What follows belongs to an exercise in optimizing a design on an open flow for small area and few clock cycles; a production flow would make more cautious choices. RTL that was checked went through simulation tests only; none was proved equivalent to the original. Function not checked in runs 2 and 3: the RTL went through the layout flow alone. Power is estimated from default activity; no workload was simulated.

--- flow/config.mk ---
export PLATFORM = sky130hd
export DESIGN_NAME = usb_tx_top
export DESIGN_NICKNAME = usb_tx_top
export VERILOG_FILES = /design/flow/design.v
export SDC_FILE = /design/flow/constraint.sdc
export NUM_CORES = 4
export LEC_CHECK = 0
export CAP_MARGIN = 20
export CORE_MARGIN = 2
export CORE_UTILIZATION = 75
export CTS_BUF_LIST = sky130_fd_sc_hd__clkbuf_8 sky130_fd_sc_hd__clkbuf_16
export CTS_CLUSTER_DIAMETER = 60
export CTS_CLUSTER_SIZE = 24
export SLEW_MARGIN = 20
--- flow/constraint.sdc ---
create_clock -name core_clock -period 10.0 [get_ports {clock}]
set_input_delay 2.0000 -clock core_clock [delete_from_list [all_inputs] [get_ports {clock}]]
set_output_delay 2.0000 -clock core_clock [all_outputs]
set_load 0.01 [all_outputs]
--- flow/flow/synth.tcl ---
# The standard flow's synthesis script, with ABC's logic mapping done by the area-oriented
# script flow/area.abc instead of ORFS's speed script. Registers are untouched.
proc abc {args} {
  set new {}
  set skip 0
  foreach a $args {
    if {$skip} { set skip 0; continue }
    if {$a eq "-script"} { set skip 1; lappend new -script $::env(AREA_ABC_SCRIPT); continue }
    lappend new $a
  }
  yosys abc {*}$new
}
source $::env(FLOW_SYNTH_TCL)
--- flow/standard.sh ---
#!/bin/bash
# synth_recipe.tcl (not shown) runs the flow's synth.tcl, then flattens the netlist and writes it again
# the make line also repeats each setting of config.mk as NAME=value (left out here)
make -C /OpenROAD-flow-scripts/flow DESIGN_CONFIG=/design/flow/config.mk WORK_HOME=/design/flow/orfs CLKGATE_MAP_FILE= SYNTH_SCRIPT=/design/flow/synth_recipe.tcl "${@:-finish}"
--- flow/flow/area.abc ---
&get -n
&st
&deepsyn -T 20
&dch -f
&nf -R 1000
&put
topo
dnsize -c
--- flow/design.v ---
`default_nettype none
package usb_tx_pkg;
  typedef logic [7:0] host_byte_t;
  typedef struct packed {
    logic [3:0] check;
    logic [3:0] pid_type;
  } pid_fields_t;
  typedef union packed {
    logic [7:0]  raw;
    pid_fields_t f;
  } pid_t;
  typedef struct packed {
    logic [7:0] data;
    logic       last;   
    logic       pid;    
  } buf_entry_t;
  typedef struct packed {
    logic drive;   
    logic dp;
    logic dm;
  } line_t;
endpackage
`default_nettype wire
`timescale 1ns/1ps
`default_nettype none
module host_write_port (
  input  logic                   clock,
  input  logic                   reset,
  input  logic                   req,
  input  usb_tx_pkg::host_byte_t wdata,
  output logic                   ack,
  output logic                   pid_error,
  output logic                   wr_en,
  input  logic                   wr_slot,
  input  logic                   full,
  output logic                   hdr_done,   
  input  logic                   pending
);
  logic [5:0] rem;        
  logic       pid_next;   
  logic       pid_ok;
  logic       len_in;
  logic       pid_in;
  logic       good;
  logic       last_in;
  logic       can;
  logic       accept;
  assign len_in   = (rem == '0);
  assign pid_in   = !len_in && pid_next;
  assign good     = pid_in ? (wdata[7:4] == ~wdata[3:0]) : pid_ok;
  assign last_in  = (rem == 6'd1);
  assign hdr_done = len_in || pid_in || !pid_ok;
  assign can    = len_in || !good || (wr_slot && !full && !(pid_in && pending));
  assign accept = req && !ack && can;
  assign wr_en  = accept && !len_in && good;
  always_ff @(posedge clock) begin
    if (reset) begin
      ack       <= 1'b0;
      pid_error <= 1'b0;
      rem       <= '0;
    end else begin
      ack       <= accept || (ack && req);
      pid_error <= accept && last_in && !good;
      if (accept) rem <= len_in ? wdata[5:0] : rem - 6'd1;
    end
  end
  always_ff @(posedge clock) begin
    if (accept) pid_next <= len_in;
    if (accept && pid_in) pid_ok <= good;
  end
endmodule
`default_nettype wire
`timescale 1ns/1ps
`default_nettype none
module packet_buffer (
  input  logic       clock,
  input  logic       reset,
  input  logic       wr_en,
  input  logic [7:0] wdata,
  output logic       wr_slot,    
  input  logic       rd_en,
  output logic       rd_slot,    
  output logic [7:0] tap,
  output logic       full,
  output logic       empty
);
  localparam int K = 31;
  localparam logic [4:0] Z     = 5'b11111;
  localparam logic [4:0] Z_M3  = 5'b10011;   
  logic [K*8-1:0] ring;
  logic [4:0]     wt;
  logic [4:0]     rt;
  logic           lw;    
  assign tap     = ring[K*8-1 -: 8];
  assign wr_slot = (wt == Z);
  assign rd_slot = (rt == Z);
  assign full    = (wt == rt) && lw;
  assign empty   = (wt == rt) && !lw;
  always_ff @(posedge clock) begin
    ring <= {ring[K*8-9:0], wr_en ? wdata : tap};
  end
  always_ff @(posedge clock) begin
    if (reset) begin
      wt <= Z;
      rt <= Z;
      lw <= 1'b0;
    end else begin
      wt <= wr_en ? Z_M3 : {wt[3:0], wt[4] ^ wt[2]};
      rt <= rd_en ? Z_M3 : {rt[3:0], rt[4] ^ rt[2]};
      if (wr_en || rd_en) lw <= wr_en;
    end
  end
endmodule
`default_nettype wire
`timescale 1ns/1ps
`default_nettype none
module line_serializer (
  input  logic              clock,
  input  logic              reset,
  input  logic              hdr_done,  
  output logic              pending,   
  input  logic              rd_slot,
  input  logic              empty,
  input  logic [7:0]        tap,
  output logic              rd_en,
  output usb_tx_pkg::line_t line,
  output logic              busy
);
  typedef enum logic [2:0] {
    S_IDLE = 3'b000,
    S_SYNC = 3'b001,
    S_PID  = 3'b010,
    S_DATA = 3'b011,
    S_CRC  = 3'b100,
    S_TAIL = 3'b110    
  } state_t;
  state_t      state;
  logic [1:0]  cyc;
  logic [2:0]  ones;      
  logic [2:0]  bit_idx;
  logic [7:0]  sh;        
  logic [7:0]  nx;
  logic        nxv;
  logic        shv;       
  logic        lvl;
  logic        crc_lo;    
  logic [15:0] crc;
  logic        drained;   
  logic bit_sh, fb, hdr;
  logic tick, stuff, tail, stream, in_byte, in_crc, cur, din;
  logic bitstep, bytedone, start, preload, sh_load, se0;
  assign tick     = (cyc == 2'd3);
  assign stuff    = (ones == 3'b100);    
  assign busy     = (state != S_IDLE);
  assign tail     = (state == S_TAIL);
  assign stream   = busy && !tail;
  assign in_byte  = (state == S_PID) || (state == S_DATA);
  assign in_crc   = (state == S_CRC);
  assign bit_sh   = sh[bit_idx];
  assign cur      = (state == S_SYNC) ? (bit_idx == 3'd7) : in_crc ? ~crc[0] : bit_sh;
  assign din      = in_crc ? crc[0] : bit_sh;
  assign fb       = crc[0] ^ din;
  assign hdr      = (state == S_SYNC) || (state == S_PID);
  assign bitstep  = tick && stream && !stuff;
  assign bytedone = bitstep && (bit_idx == 3'd7);
  assign start    = !busy && hdr_done && (!empty || nxv || shv);
  assign preload  = (!busy || state == S_SYNC) && !shv && nxv;
  assign sh_load  = preload || (bytedone && in_byte && nxv);
  assign rd_en    = !nxv && rd_slot && !empty && !(busy && drained);
  assign pending  = !empty || (busy ? !drained : (nxv || shv));
  assign se0  = tail && (bit_idx[0] ^ bit_idx[1]);
  assign line = {busy, busy && !se0 && lvl, busy && !se0 && !lvl};
  always_ff @(posedge clock) begin
    if (rd_en) nx <= tap;
    if (sh_load) sh <= nx;
    if (bitstep)
      crc <= {hdr || fb, crc[15], crc[14] ^ (fb && !hdr), crc[13:2], crc[1] ^ (fb && !hdr)};
  end
  always_ff @(posedge clock) begin
    if (reset) begin
      state   <= S_IDLE;
      nxv     <= 1'b0;
      shv     <= 1'b0;
      cyc     <= '0;
      drained <= 1'b0;
      ones    <= 3'b001;
      lvl     <= 1'b1;
    end else begin
      if (tick) ones <= (stuff || !cur || tail) ? 3'b001 : {ones[1:0], ones[2] ^ ones[1]};
      if (tick && (stuff || (!cur && stream))) lvl <= !lvl;
      else if (tick && tail && bit_idx == 3'd2) lvl <= 1'b1;
      cyc     <= busy ? cyc + 2'd1 : 2'd0;
      drained <= busy && (drained || empty);
      if (rd_en) nxv <= 1'b1;
      else if (sh_load) nxv <= 1'b0;
      if (bytedone && state == S_SYNC) shv <= 1'b0;
      else if (preload) shv <= 1'b1;
      if (!busy) bit_idx <= '0;
      else if (tick && !stuff) bit_idx <= bit_idx + 3'd1;
      if (bytedone && state == S_SYNC) crc_lo <= (sh[1:0] == 2'b11);
      else if (bytedone && in_crc) crc_lo <= 1'b0;
      if (start) state <= S_SYNC;
      else if (tick) begin
        case (state)
          S_SYNC:  if (bytedone) state <= S_PID;
          S_PID, S_DATA:
            if (bytedone) state <= nxv ? S_DATA : crc_lo ? S_CRC : S_TAIL;
          S_CRC:   if (bytedone && !crc_lo) state <= S_TAIL;
          S_TAIL:  if (!stuff && bit_idx == 3'd3) state <= S_IDLE;
          default: state <= S_IDLE;
        endcase
      end
    end
  end
endmodule
`default_nettype wire
`timescale 1ns/1ps
`default_nettype none
module usb_tx_top (
  input  logic                   clock,
  input  logic                   reset,
  input  logic                   req,
  input  usb_tx_pkg::host_byte_t wdata,
  output logic                   ack,
  output logic                   pid_error,
  output usb_tx_pkg::line_t      line,
  output logic                   busy
);
  logic       wr_en;
  logic       full;
  logic       empty;
  logic       wr_slot;
  logic       rd_slot;
  logic       rd_en;
  logic [7:0] tap;
  logic       hdr_done;
  logic       pending;
  host_write_port u_host_write_port (
    .clock     (clock),
    .reset     (reset),
    .req       (req),
    .wdata     (wdata),
    .ack       (ack),
    .pid_error (pid_error),
    .wr_en     (wr_en),
    .wr_slot   (wr_slot),
    .full      (full),
    .hdr_done  (hdr_done),
    .pending   (pending)
  );
  packet_buffer u_packet_buffer (
    .clock   (clock),
    .reset   (reset),
    .wr_en   (wr_en),
    .wdata   (wdata),
    .wr_slot (wr_slot),
    .rd_en   (rd_en),
    .rd_slot (rd_slot),
    .tap     (tap),
    .full    (full),
    .empty   (empty)
  );
  line_serializer u_line_serializer (
    .clock    (clock),
    .reset    (reset),
    .hdr_done (hdr_done),
    .pending  (pending),
    .rd_slot  (rd_slot),
    .empty    (empty),
    .tap      (tap),
    .rd_en    (rd_en),
    .line     (line),
    .busy     (busy)
  );
endmodule
`default_nettype wire
--- flow/flow/run.sh ---
#!/bin/bash
# The standard layout with two changes: synthesis maps the logic with an
# area-oriented ABC script (flow/synth.tcl, flow/area.abc), and the port
# buffers are the smallest buffer cell. Each step's output goes to its own log.
set -euo pipefail
here=$(pwd)
export BUFFER_PORTS_ARGS="-buffer_cell sky130_fd_sc_hd__buf_1"
export AREA_ABC_SCRIPT=$here/flow/area.abc
export FLOW_SYNTH_TCL=$here/synth_recipe.tcl
sed -E "s#SYNTH_SCRIPT=('[^']*'|[^ ]*)#SYNTH_SCRIPT=$here/flow/synth.tcl#" standard.sh > area_synth.sh
grep -q "SYNTH_SCRIPT=$here/flow/synth.tcl" area_synth.sh
bash area_synth.sh synth > synth_step.log 2>&1
bash standard.sh > layout_steps.log 2>&1
==> summary.md, run 1 <==
| Metric | Value |
|---|---|
| Chip Height | 106 µm |
| # diodes | 0 |
| Core Area | 0.0102 mm² |
| Register area share after synthesis | 85.6% |
| PwrDens | 307 mW/mm² |
| Final wirelength | 13200 µm |
| Hold Path Class | reg -> reg |
| CP max-delay cell | nor3_2 |
| #FFs+latches synth | ~320 |
| Post-Syn Area | 0.00786 mm² |
| Fin cells | 678 |
| Largest net degree at the start of global routing | 32 |
| Final Max Tran Viols | 0 |
| Share of cells above drive strength 1 | 4.43% |
| Initial Util | 76.8% |
| Clk buf depth | 3 |
| Peak VDD IR | 0.213 mV |
| Leakage power | 3.32 nW |
| WP data required | 8000 ps |
| Nets | 554 |
| Reg power frac | 63.9% |
| CP Launch Type | register |
| Post-CTS setup buffer count | 0 |
| Unique masters post-synth | 37 |
| Root Driver | clkbuf_8 |
| H-tree levels | 1 |
| Drt via density | 5.40 |
| Syn nets | 518 |
| Post-synth top flop | dfxtp_1 |
| First-pass GRT wire length | approximately 21000 µm |
| Switching pwr | 675 µW |
| Internal power | 1.94 mW |
| Die area | 0.0113 mm² |
| Port bufs | 16 |
| Post-layout min period | ~4400 ps |
| Die X-Extent | 106 µm |
| Fin Clk Skew | about 18 ps |
| Antenna-violating nets left | 0 |
| Vias | 3662 |
| # placed instances | 653 |
| DRT iter0 DRCs | 229 |
| Post-route setup TNS | 0 ps |
| Cells along the critical path | nor3_2 > clkinv_1 > o21ai_0 > nor2b_1 > buf_1 |
| Clk slew on worst S/H paths | 90 ps |
| Setup violations, final | 0 |
| Critical path arrival | 2410 ps |
| Final worst-path cycle share | 44.1% |
| RD Place Congestion | between 0.8 and 0.9 |
| Hold Vio Cnt, Final | 0 |
| Grt ovf | 0 |
| Clock latency (worst-skew pair) | 530 ps |
| Std cell rows | 37 |
| Max incr delay on CP | 590 ps |
| Hold_buf cts | 0 |
| Worst Max-Slew Pin Slew | a little under 900 ps |
| Clock power frac | 25.2% |
| Total GRT Usage | between 20 and 25% |
| Average size of a mapped cell | 15.7 µm² |
| Max-slew headroom | 41.7% |
| Synth warnings | 3 |
| WL/cell | roughly 19 µm |
| Clock sink count | 317 |
| Fillers | 459 |
| DRC | 0 |
| CTS tree | built |
| HPWL Detailed | 7130 µm |
| Fmax | 227 MHz |
| IO Count | 17 |
| Kind of critical path | reg -> out |
| Critical Path Fanout Max | 8 |
| Initial antenna violation count | 0 |
| RSZ-0062 raised after global routing | no |
| Outcome | finished clean |
| Area delta synth->final | 8.68% |
| Asr flop ratio synth | 0% |
| Max_cap viols | 0 |
| Worst Setup End Kind | output pin |
| # resized after CTS | 0 |
| Cells after Synth | 500 |
| Vias in the first global route | 3794 |
| DRT Pass-1 Iters | 4 |
| Comb power frac | 10.9% |
| Clock buffer count from CTS | 17 |
| Number of synthesized flops with an enable pin | 38 |
| Switching Fraction | 25.8% |
## cell usage after synthesis (3+ instances only)
library cell	number	area [µm²]
a221oi_1	3	26.3
nor3b_1	3	22.5
edfxtp_1	38	1140
a21oi_1	11	55.1
nor2_1	27	101
nand2_1	23	86.3
mux2_1	8	90.1
dfxtp_1	279	5590
xnor2_1	5	43.8
a211oi_1	3	22.5
clkinv_1	13	48.8
nand3_1	3	15.0
nor4_1	3	18.8
nor2b_1	6	37.5
o21bai_1	4	30.0
xor2_1	8	70.1
o21ai_0	11	55.1
or2_0	4	25.0
ha_1	7	87.6
nor3_1	14	70.1
nand2b_1	3	18.8
## final timing paths
| path | from | endpoint | slack (ps) | depth (start not counted) |
|---|---|---|---|---|
| max | u_line_serializer.state[1]$_SDFFE_PP0P_ | line[1] | 5590 | 5 |
| min | u_packet_buffer.ring[32]$_DFF_P_ | u_packet_buffer.ring[40]$_DFF_P_ | 310 | 0 |
| max reg2reg | u_host_write_port.rem[2]$_SDFFE_PP0N_ | u_packet_buffer.ring[2]$_DFF_P_ | 6370 | 10 |
| min reg2reg | u_packet_buffer.ring[32]$_DFF_P_ | u_packet_buffer.ring[40]$_DFF_P_ | 310 | 0 |
## power groups by stage
stage	Clock (mW)	Sequential, mW	Combinational, mW
floorplan	0	1.64	0.197
global placement	0	1.67	0.243
detailed placement	0	1.69	0.258
CTS	0.664	1.67	0.280
global route	0.708	1.69	0.311
finish	0.659	1.67	0.284
## placed cells by master, fill, tap and decap left out, types with 6 or more instances in the layout
master and n:
xor2_1 8, a21oi_1 11, ha_1 7, nand2_1 23, nor2_1 27, mux2_1 8, edfxtp_1 38, nor3_1 13
dfxtp_1 279, clkinv_1 13, nor2b_1 6, inv_1 6, buf_1 16, o21ai_0 11, clkbuf_16 14
## per-layer routing
metal / track usage [%] / wire length [µm] / vias to the layer above / share of wire [%]
met5: 0 / 0 / - / 0
met4: 8.74 / 366 / 0 / 2.8
met3: 4.11 / 517 / 37 / 3.9
met2: 41.6 / 6690 / 107 / 51
met1: 31.1 / 5580 / 1791 / 42
li1: - / - / 1727 / -
## metrics by stage
| step | setup slack, ps | power, mW | utilization [%] | cell area (µm²) | hold WS, ps |
|---|---|---|---|---|---|
| 5_1_grt | 5490 | 2.71 | 83.5 | 8540 | 323 |
| 3_5_place_dp | 5510 | 1.95 | 79.1 | 8100 | 312 |
| 2_1_floorplan | 6240 | 1.84 | - | 7860 | 310 |
| 3_3_place_gp | 5810 | 1.92 | 79.1 | 8100 | 310 |
| 4_1_cts | 5190 | 2.62 | 83.4 | 8530 | 311 |
| 6_report | 5590 | 2.62 | 83.5 | 8540 | 310 |
## kinds of logic after synthesis
group	after synthesis	share of synthesized area (%)
buffers and inverters	14	0.717
AO/OA/AOI/OAI	44	3.52
multiplexers	11	1.85
flip-flops	317	85.6
adder cells (fa/ha/maj)	7	1.11
XOR/XNOR	13	1.45
AND/OR/NAND/NOR	94	5.75
## registers in the layout (all words and copies together), names as in the netlist, 5 cells and up
signal	cells
u_line_serializer.nx	8
u_packet_buffer.rt	5
u_line_serializer.crc	16
u_host_write_port.rem	6
u_line_serializer.sh	8
u_packet_buffer.ring	248
u_packet_buffer.wt	5
## final cells by class
class	instances	area, µm²	area share [%]
Clock buffer	17	392	4.59
Clock inverter	8	47.5	0.557
Inverter	13	48.8	0.571
Multi-Input combinational cell	169	1080	12.6
Sequential cell	317	6730	78.8
Tap cell	136	170	1.99
Timing Repair Buffer	18	75.1	0.879
## worst max-delay path: cells and delay by family, from the launching register on
kind	cells	cell delay, ps
compound gates	1	230
flops	1	410
simple gates	2	670
buf+inv	2	560
Testbench counts, summed over its fixed seeds: cycles 131,526.
==> run 2, diff against run 1 <==
--- a/flow/design.v
+++ b/flow/design.v
@@ -88,4 +88,5 @@
   localparam logic [4:0] Z     = 5'b11111;
   localparam logic [4:0] Z_M3  = 5'b10011;   
+  localparam logic [4:0] Z_S1  = 5'b11110;   
   logic [K*8-1:0] ring;
   logic [4:0]     wt;
@@ -93,5 +94,5 @@
   logic           lw;    
   assign tap     = ring[K*8-1 -: 8];
-  assign wr_slot = (wt == Z);
+  assign wr_slot = (wt == Z) || empty;
   assign rd_slot = (rt == Z);
   assign full    = (wt == rt) && lw;
@@ -107,5 +108,7 @@
     end else begin
       wt <= wr_en ? Z_M3 : {wt[3:0], wt[4] ^ wt[2]};
-      rt <= rd_en ? Z_M3 : {rt[3:0], rt[4] ^ rt[2]};
+      if (rd_en) rt <= Z_M3;
+      else if (wr_en && empty) rt <= Z_S1;
+      else rt <= {rt[3:0], rt[4] ^ rt[2]};
       if (wr_en || rd_en) lw <= wr_en;
     end
==> flow/flow/area.abc (replaced) <==
&get -n
&st
&dch -f
&nf -R 1000
&put
strash
&get -n
&st
&dch -f
&nf -R 1000
&put
topo
dnsize -c
==> flow/config.mk (replaced) <==
export PLATFORM = sky130hd
export DESIGN_NAME = usb_tx_top
export DESIGN_NICKNAME = usb_tx_top
export VERILOG_FILES = /design/flow/design.v
export SDC_FILE = /design/flow/constraint.sdc
export NUM_CORES = 4
export LEC_CHECK = 0
export CAP_MARGIN = 20
export CORE_MARGIN = 2
export CORE_UTILIZATION = 70
export CTS_BUF_LIST = sky130_fd_sc_hd__clkbuf_8
export CTS_CLUSTER_DIAMETER = 50
export CTS_CLUSTER_SIZE = 18
export SLEW_MARGIN = 20
==> run 2 against run 1 <==
Still clean. Sequential power is 7% higher. Hold slack improved by 11 ps. Synthesized cell count rose by 2.6%. Sequential cell count stayed put. Via count decreased by 1.1%. Total power up 2.7%. Clock power is 12% lower. Combinational power grew 18%. Clock-buffer cell count up 6. Critical path type is now in -> reg. Largest power group unchanged.
==> summary.md, run 2 <==
| Metric | Value |
|---|---|
| Port bufs | 16 (unchanged) |
| Core Area | 0.0109 mm² (was 0.0102 mm²) |
| Register area | 0.00673 mm² (unchanged) |
| CP max-delay cell | nand3_1 (was nor3_2) |
| Synth top area share | 70.4% (was 71.1%) |
| Initial Util | 72.6% (was 76.8%) |
| DRC | 0 (unchanged) |
| Post-Synth Adder-Cell Area | 1.10% (was 1.11%) |
| Top Family by Delay on Critical Path | simple AND/OR/NAND/NOR gates (unchanged) |
| CTS tree | built (unchanged) |
| WL/cell | 15.2 µm (was 19.4 µm) |
| Worst Max-Slew Pin Slew | 773 ps (was 871 ps) |
| WP data required | 10420 ps (was 8000 ps) |
| #FFs+latches synth | 317 (unchanged) |
| H-tree levels | 1 (unchanged) |
| Post-synthesis xor/xnor area fraction | 1.77% (was 1.45%) |
| DRT iter0 DRCs | 191 (was 229) |
| Vias | 3623 (was 3662) |
| Proportion of synthesized area in mux cells | 1.83% (was 1.85%) |
| Post-layout min period | 4000 ps (was 4410 ps) |
| # diodes | 0 (unchanged) |
| Pwr Total | 2.69 mW (was 2.62 mW) |
| Fmax | 250 MHz (was 227 MHz) |
| Fin Hold WS | 321 ps (was 310 ps) |
| Root Driver | clkbuf_8 (unchanged) |
| Antenna-violating nets left | 0 (unchanged) |
| Setup violations, final | 0 (unchanged) |
| Vias in the first global route | 3697 (was 3794) |
| Most common cell after layout, fill and taps aside | dfxtp_1 (unchanged) |
| PwrDens | 314 mW/mm² (was 307 mW/mm²) |
| Clock latency (worst-skew pair) | 540 ps (was 530 ps) |
| Biggest regs | u_packet_buffer.ring (248), u_line_serializer.crc (16) (unchanged) |
| Critical path arrival | 4420 ps (was 2410 ps) |
| Syn nets | 531 (was 518) |
| Average size of a mapped cell | 15.5 µm² (was 15.7 µm²) |
| Die area | 0.0122 mm² (was 0.0113 mm²) |
| Cells after Synth | 513 (was 500) |
| DP Worst Slack | 5470 ps (was 5510 ps) |
| Top cell by count, worst path | o21ai_0 |
| Synth Area in Compound Gates | 3.75% (was 3.52%) |
| Hold Path Class | reg -> reg (unchanged) |
| Outcome | finished clean (unchanged) |
| IO Count | 17 (unchanged) |
| Asr flop ratio synth | 0% (unchanged) |
| Critical Path Fanout Max | 16 (was 8) |
| RD Place Congestion | 0.803 (was 0.833) |
| Worst path bufs/invs | 2 (unchanged) |
| Largest Register | u_packet_buffer.ring (unchanged) |
| Worst Setup Slack, final | 6000 ps (was 5590 ps) |
| Largest net degree at the start of global routing | 30 (was 32) |
| Post-CTS setup buffer count | 0 (unchanged) |
| Synth warnings | 3 (unchanged) |
| Register area share after synthesis | 84.8% (was 85.6%) |
| Clk slew on worst S/H paths | 100 ps (was 90 ps) |
| Fin Clk Skew | 29.9 ps (was 17.7 ps) |
| Post-route setup TNS | 0 ps (unchanged) |
| Worst Setup End Kind | register (was output pin) |
| Std cell rows | 38 (was 37) |
| Area of the multi-input gates | 0.00116 mm² (was 0.00108 mm²) |
| Total GRT Usage | 18.3% (was 24.2%) |
| Cells along the critical path | buf_1 > xor2_1 > nand4_1 > o21ai_0 > nand2_1 > a311oi_1 > nor3b_1 > buf_4 > nand3_1 > o21ai_0 > or2_0 (was nor3_2 > clkinv_1 > o21ai_0 > nor2b_1 > buf_1) |
| RSZ-0062 raised after global routing | no (unchanged) |
| DRT Pass-1 Iters | 4 (unchanged) |
| Area delta synth->final | 7.98% (was 8.68%) |
| Final Max Tran Viols | 0 (unchanged) |
| Hold_buf cts | 0 (unchanged) |
| Number of flip-flops in the largest register | 248 (unchanged) |
| Nets | 574 (was 554) |
| Unique masters post-synth | 36 (was 37) |
| Drt via density | 5.15 (was 5.40) |
| Synth area leaders | dfxtp_1, edfxtp_1, nor2_1 (unchanged) |
| First-pass GRT wire length | 18100 µm (was 20500 µm) |
| Max incr delay on CP | 550 ps (was 590 ps) |
| Post-synthesis simple-gate area fraction | 6.15% (was 5.75%) |
| Top cells by count, synth | dfxtp_1, edfxtp_1, nor2_1 (unchanged) |
| Grt ovf | 0 (unchanged) |
| Kind of critical path | in -> reg (was reg -> out) |
| Fillers | 660 (was 459) |
| Post-synth top flop | dfxtp_1 (unchanged) |
| # resized after CTS | 0 (unchanged) |
| Most numerous cell in the Yosys netlist | dfxtp_1 (unchanged) |
| Max_cap viols | 0 (unchanged) |
| Post-synth top area cell | dfxtp_1 (unchanged) |
| Final worst-path cycle share | 40.0% (was 44.1%) |
| Initial antenna violation count | 0 (unchanged) |
| CP Launch Type | primary input (was register) |
| Final wirelength | 10700 µm (was 13200 µm) |
| Share of cells above drive strength 1 | 5.50% (was 4.43%) |
| Commonest non-fill, non-tap cells in the layout | dfxtp_1, edfxtp_1, nor2_1 (unchanged) |
| Main combinational cell family by area after synthesis | simple AND/OR/NAND/NOR gates (unchanged) |
| Chip Height | 110 µm (was 106 µm) |
| Clk buf depth | 3 (unchanged) |
| Max-slew headroom | 48.3% (was 41.7%) |
| Post-Syn Area | 0.00793 mm² (was 0.00786 mm²) |
| Clock buffer count from CTS | 22 (was 17) |
| Clock sink count | 317 (unchanged) |
| HPWL Detailed | 6800 µm (was 7130 µm) |
| Peak VDD IR | 0.222 mV (was 0.213 mV) |
| Number of synthesized flops with an enable pin | 38 (unchanged) |
| Die X-Extent | 110 µm (was 106 µm) |
| Hold Vio Cnt, Final | 0 (unchanged) |
| Leakage power | 3.32 nW (about the same) |
[run 2: cell type report]
type / instances / share of cell area [%]
flip-flops and latches: 317 / 78.5
multi-input cells: 184 / 13.5
clock buffers: 23 / 3.70
well taps: 140 / 2.04
repair buffers: 20 / 1.05
clock inverters: 9 / 0.686
inverters: 11 / 0.482
[run 2: metrics by stage]
step                      instance area (µm²)  util [%]  instances
after floorplan                          7930         -        513
after global placement                   8190      74.9        672
after detailed placement                 8190      74.9        672
after CTS                                8570      78.3        704
after global routing                     8570      78.3        704
final                                    8570      78.3        704
[run 2: metal layers]
layer | wire [µm] | part of all wire (%) | track usage, % | vias to the layer above
met2 | 4940 | 46 | 29.0 | 75
met3 | 444 | 4.1 | 3.62 | 26
met4 | 309 | 2.9 | 6.50 | 0
li1 | - | - | - | 1789
met5 | 0 | 0 | 0 | -
met1 | 5030 | 47 | 25.8 | 1733
[run 2: path summary, 6_finish.rpt]
check	start	endpoint	depth (start not counted)	slack [ps]
worst max-delay path	wdata[4]	u_packet_buffer.rt[1]$_SDFF_PP1_	11	6000
worst min-delay path	u_packet_buffer.ring[143]$_DFF_P_	u_packet_buffer.ring[151]$_DFF_P_	0	320
worst max register to register	u_host_write_port.rem[0]$_SDFFE_PP0N_	u_packet_buffer.ring[2]$_DFF_P_	12	6570
worst min register to register	u_packet_buffer.ring[143]$_DFF_P_	u_packet_buffer.ring[151]$_DFF_P_	0	320
[run 2: report_power, final]
| part | leakage (nW) | switching (mW) | internal [mW] |
|---|---|---|---|
| clock network | 0.217 | 0.359 | 0.218 |
| logic | 0.472 | 0.206 | 0.128 |
| registers | 2.63 | 0.123 | 1.65 |
[run 2: logic make-up after synthesis]
family                     after synthesis
DFF                                    317
and+or+nand+nor                        100
AOI/OAI and AO/OA                       50
xor gates and xnor gates                16
buffers and inverters                   12
muxes                                   11
adders and majority gates                7
==> run 3, diff against run 2 <==
==> flow/flow/area.abc (replaced) <==
&get -n
&st
&deepsyn -T 20
&dch -f
&nf -R 1000
&put
topo
dnsize -c
==> run 3 against run 2 <==
Clock power decreased by 4.7%. Worst setup slack improved by 51 ps. Wire length decreased by 3.9%. Critical path depth decreased by 1. Total power is 7.8% lower. Die area shrank 0.63%. Global-route usage down 0.54 points. Synthesized cell count fell by 1.2%. Clock-buffer cell count decreased by 1. First-iteration DRC count rose by 33%. Combinational power fell by 19%. Hold slack better by 3.9 ps.
==> summary.md, run 3 <==
| Metric | Value |
|---|---|
| H-tree levels | 1 (unchanged) |
| Nets | 566 (was 574) |
| Met1 GRT Util | 25.0% (was 25.8%) |
| Top cell by count, worst path | o21ai_0 (unchanged) |
| Worst Max-Slew Pin Slew | 1050 ps (was 773 ps) |
| Hold Path Class | reg -> reg (unchanged) |
| Max incr delay on CP | 540 ps (was 550 ps) |
| Largest Register | u_packet_buffer.ring (unchanged) |
| HPWL Detailed | 6760 µm (was 6800 µm) |
| Final wirelength | 10300 µm (was 10700 µm) |
| Synth warnings | 3 (unchanged) |
| Top cells by count, synth | dfxtp_1, edfxtp_1, nor2_1 (unchanged) |
| Vias in the first global route | 3465 (was 3697) |
| Fmax | 253 MHz (was 250 MHz) |
| Register area | 0.00673 mm² (unchanged) |
| Unique masters post-synth | 43 (was 36) |
| PwrDens | 293 mW/mm² (was 314 mW/mm²) |
| Area delta synth->final | 7.57% (was 7.98%) |
| Share of cells above drive strength 1 | 5.22% (was 5.50%) |
| Post-synth top area cell | dfxtp_1 (unchanged) |
| Finished Core Util | 77.5% (was 78.3%) |
| Initial antenna violation count | 1 (was 0) |
| Synth area leaders | dfxtp_1, edfxtp_1, nor2_1 (unchanged) |
| Post-synth top flop | dfxtp_1 (unchanged) |
| WL/cell | 14.8 µm (was 15.2 µm) |
| DP Worst Slack | 5550 ps (was 5470 ps) |
| Hold_buf cts | 0 (unchanged) |
| Total GRT Usage | 17.8% (was 18.3%) |
| CP max-delay cell | and2_0 (was nand3_1) |
| Worst Setup End Kind | register (unchanged) |
| IO Count | 17 (unchanged) |
| Die area | 0.0121 mm² (was 0.0122 mm²) |
| Number of synthesized flops with an enable pin | 38 (unchanged) |
| Hold Vio Cnt, Final | 0 (unchanged) |
| Max_cap viols | 0 (unchanged) |
| RD Place Congestion | 0.860 (was 0.803) |
| Fillers | 659 (was 660) |
| CTS tree | built (unchanged) |
| Number of flip-flops in the largest register | 248 (unchanged) |
| Drt via density | 5.13 (was 5.15) |
| Std cell rows | 38 (unchanged) |
| Final Max Tran Viols | 0 (unchanged) |
| # diodes | 0 (unchanged) |
| Clk slew on worst S/H paths | 110 ps (was 100 ps) |
| #FFs+latches synth | 317 (unchanged) |
| Asr flop ratio synth | 0% (unchanged) |
| Cells after Synth | 507 (was 513) |
| Register area share after synthesis | 85.3% (was 84.8%) |
| Busiest grt layer | met2 (unchanged) |
| Setup violations, final | 0 (unchanged) |
| R2R Setup Slk | 6150 ps (was 6570 ps) |
| M3 GR Usage | 3.76% (was 3.62%) |
| Fin Clk Skew | 27.3 ps (was 29.9 ps) |
| Critical Path Fanout Max | 17 (was 16) |
| Post-Syn Area | 0.00788 mm² (was 0.00793 mm²) |
| Synth top area share | 70.9% (was 70.4%) |
| First-pass GRT wire length | 16500 µm (was 18100 µm) |
| Area of the multi-input gates | 0.00110 mm² (was 0.00116 mm²) |
| Clock latency (worst-skew pair) | 520 ps (was 540 ps) |
| Vias | 3567 (was 3623) |
| Die X-Extent | 110 µm (about the same) |
| Post-layout min period | 3950 ps (was 4000 ps) |
| Initial Util | 72.1% (was 72.6%) |
| Core Area | 0.0109 mm² (unchanged) |
| Biggest regs | u_packet_buffer.ring (248), u_line_serializer.crc (16) (unchanged) |
| Most numerous cell in the Yosys netlist | dfxtp_1 (unchanged) |
| RSZ-0062 raised after global routing | no (unchanged) |
| Fin Hold WS | 325 ps (was 321 ps) |
| Clk buf depth | 3 (unchanged) |
| Largest net degree at the start of global routing | 20 (was 30) |
| # resized after CTS | 0 (unchanged) |
| Pwr Total | 2.48 mW (was 2.69 mW) |
| Grt ovf | 0 (unchanged) |
| Antenna-violating nets left | 0 (unchanged) |
| Leakage power | 3.31 nW (was 3.32 nW) |
| Met2 usage | 28.0% (was 29.0%) |
| Post-route setup TNS | 0 ps (unchanged) |
| Kind of critical path | in -> reg (unchanged) |
| Cells along the critical path | buf_1 > xnor2_1 > nor4_1 > nand3_1 > o21ai_0 > nand2_1 > and3b_1 > and2_0 > a21oi_1 > o21ai_0 (was buf_1 > xor2_1 > nand4_1 > o21ai_0 > nand2_1 > a311oi_1 > nor3b_1 > buf_4 > nand3_1 > o21ai_0 > or2_0) |
| Final worst-path cycle share | 39.5% (was 40.0%) |
| WP data required | 10400 ps (was 10420 ps) |
| DRC | 0 (unchanged) |
| Post-CTS setup buffer count | 0 (unchanged) |
| Port bufs | 16 (unchanged) |
| Clock sink count | 317 (unchanged) |
| DRT Pass-1 Iters | 5 (was 4) |
| CP Launch Type | primary input (unchanged) |
| Commonest non-fill, non-tap cells in the layout | dfxtp_1, edfxtp_1, nor2_1 (unchanged) |
| Worst Setup Slack, final | 6050 ps (was 6000 ps) |
| Outcome | finished clean (unchanged) |
| Max-slew headroom | 29.1% (was 48.3%) |
| Syn nets | 525 (was 531) |
| Critical path arrival | 4350 ps (was 4420 ps) |
| Root Driver | clkbuf_8 (unchanged) |
| DRT iter0 DRCs | 254 (was 191) |
| Peak VDD IR | 0.204 mV (was 0.222 mV) |
| Chip Height | 110 µm (about the same) |
| Most common cell after layout, fill and taps aside | dfxtp_1 (unchanged) |
| Average size of a mapped cell | 15.5 µm² (about the same) |
| Clock buffer count from CTS | 21 (was 22) |
run 3: changes by cell type after synthesis, sizes merged, moves of 4 or more:
cell    previous run  this run
nand2             20        28
nor3              10        14
xor2               7         3
o21ai             15        10
nand2b             8         1
a21oi             17        13
run 3: critical path, delay by kind of cell:
kind | cells | cell delay [ps]
and+or+nand+nor | 5 | 1370
xor gates and xnor gates | 1 | 130
AOI/OAI and AO/OA | 3 | 710
buffers and inverters | 1 | 120
run 3: area by class of cell:
class,instances,share of cell area [%]
Sequential cell,317,79.3
Multi-Input combinational cell,176,13.0
Clock buffer,22,3.57
Tap cell,140,2.07
Timing Repair Buffer,19,1.02
Inverter,13,0.576
Clock inverter,9,0.472
run 3: stage by stage:
| stage | instances | instance area, µm² |
|---|---|---|
| final | 696 | 8480 |
| after global routing | 696 | 8480 |
| after CTS | 696 | 8480 |
| after detailed placement | 665 | 8140 |
| after global placement | 664 | 8120 |
| after floorplan | 507 | 7880 |
run 3: power breakdown:
part / internal [mW] / switching [mW] / total (mW)
sequential: 1.56 / 0.0976 / 1.66
combinational: 0.103 / 0.168 / 0.272
clock: 0.204 / 0.346 / 0.550
total: 1.87 / 0.612 / 2.48
run 3: logic make-up (layout without fill, tap and decap cells):
| family | Yosys count | in the layout | synth area share [%] |
|---|---|---|---|
| flops | 317 | 317 | 85.3 |
| simple gates | 101 | 101 | 6.11 |
| compound gates | 46 | 46 | 3.68 |
| buf+inv | 14 | 63 | 0.714 |
| xor+xnor | 12 | 12 | 1.33 |
| mux | 10 | 10 | 1.70 |
| fa+ha+maj | 7 | 7 | 1.11 |
run 3: path summary, 6_finish.rpt:
check,depth (start not counted),startpoint,end
worst max register to register,10,u_packet_buffer.wt[2]$_SDFF_PP1_,u_packet_buffer.rt[0]$_SDFF_PP1_
worst max-delay path,10,wdata[4],u_packet_buffer.rt[2]$_SDFF_PP1_
worst min register to register,0,u_packet_buffer.ring[100]$_DFF_P_,u_packet_buffer.ring[108]$_DFF_P_
worst min-delay path,0,u_packet_buffer.ring[100]$_DFF_P_,u_packet_buffer.ring[108]$_DFF_P_
run 3: layer usage:
metal	up-vias	wire length, µm	share of wire, %
li1	1774	-	-
met5	-	0	0
met3	28	505	4.9
met4	0	297	2.9
met1	1688	4930	48
met2	77	4570	44

port drivers added, routing unchanged:
Ports are ideal in the flow. The routed layouts listed here were re-timed in OpenROAD. Step 1 (the two cells are an assumption about what drives the block):
set clk [get_ports {clock}]
set_driving_cell -lib_cell sky130_fd_sc_hd__clkbuf_16 $clk
set_driving_cell -lib_cell sky130_fd_sc_hd__buf_2 [delete_from_list [all_inputs] $clk]
Step 2 adds t to the input delays and takes it off the output delays; t is the mean of the earliest and latest rising clock arrival at the registers after step 1. Input paths then give back, and output paths get back, about the clock's delay inside the block. Slacks: no drivers / after step 1 / after step 2; pairs: no drivers / after step 1.
| run | shift t [ns] | slack for setup (ns) | hold WS [ns] | worst setup path after step 2 |
|---|---|---|---|---|
| run 1 | 0.552 | 5.587 / 5.555 / 5.206 | 0.310 / 0.310 / 0.310 | input to register |
| run 2 | 0.557 | 6.000 / 5.992 / 5.435 | 0.321 / 0.321 / 0.321 | input to register |
| run 3 | 0.543 | 6.050 / 6.061 / 5.518 | 0.325 / 0.325 / 0.325 | input to register |
After both steps every run listed still meets setup and hold. For run 2, which loses most, drivers alone change the setup slack by -0.008 ns; drivers and shift together by -0.565 ns.
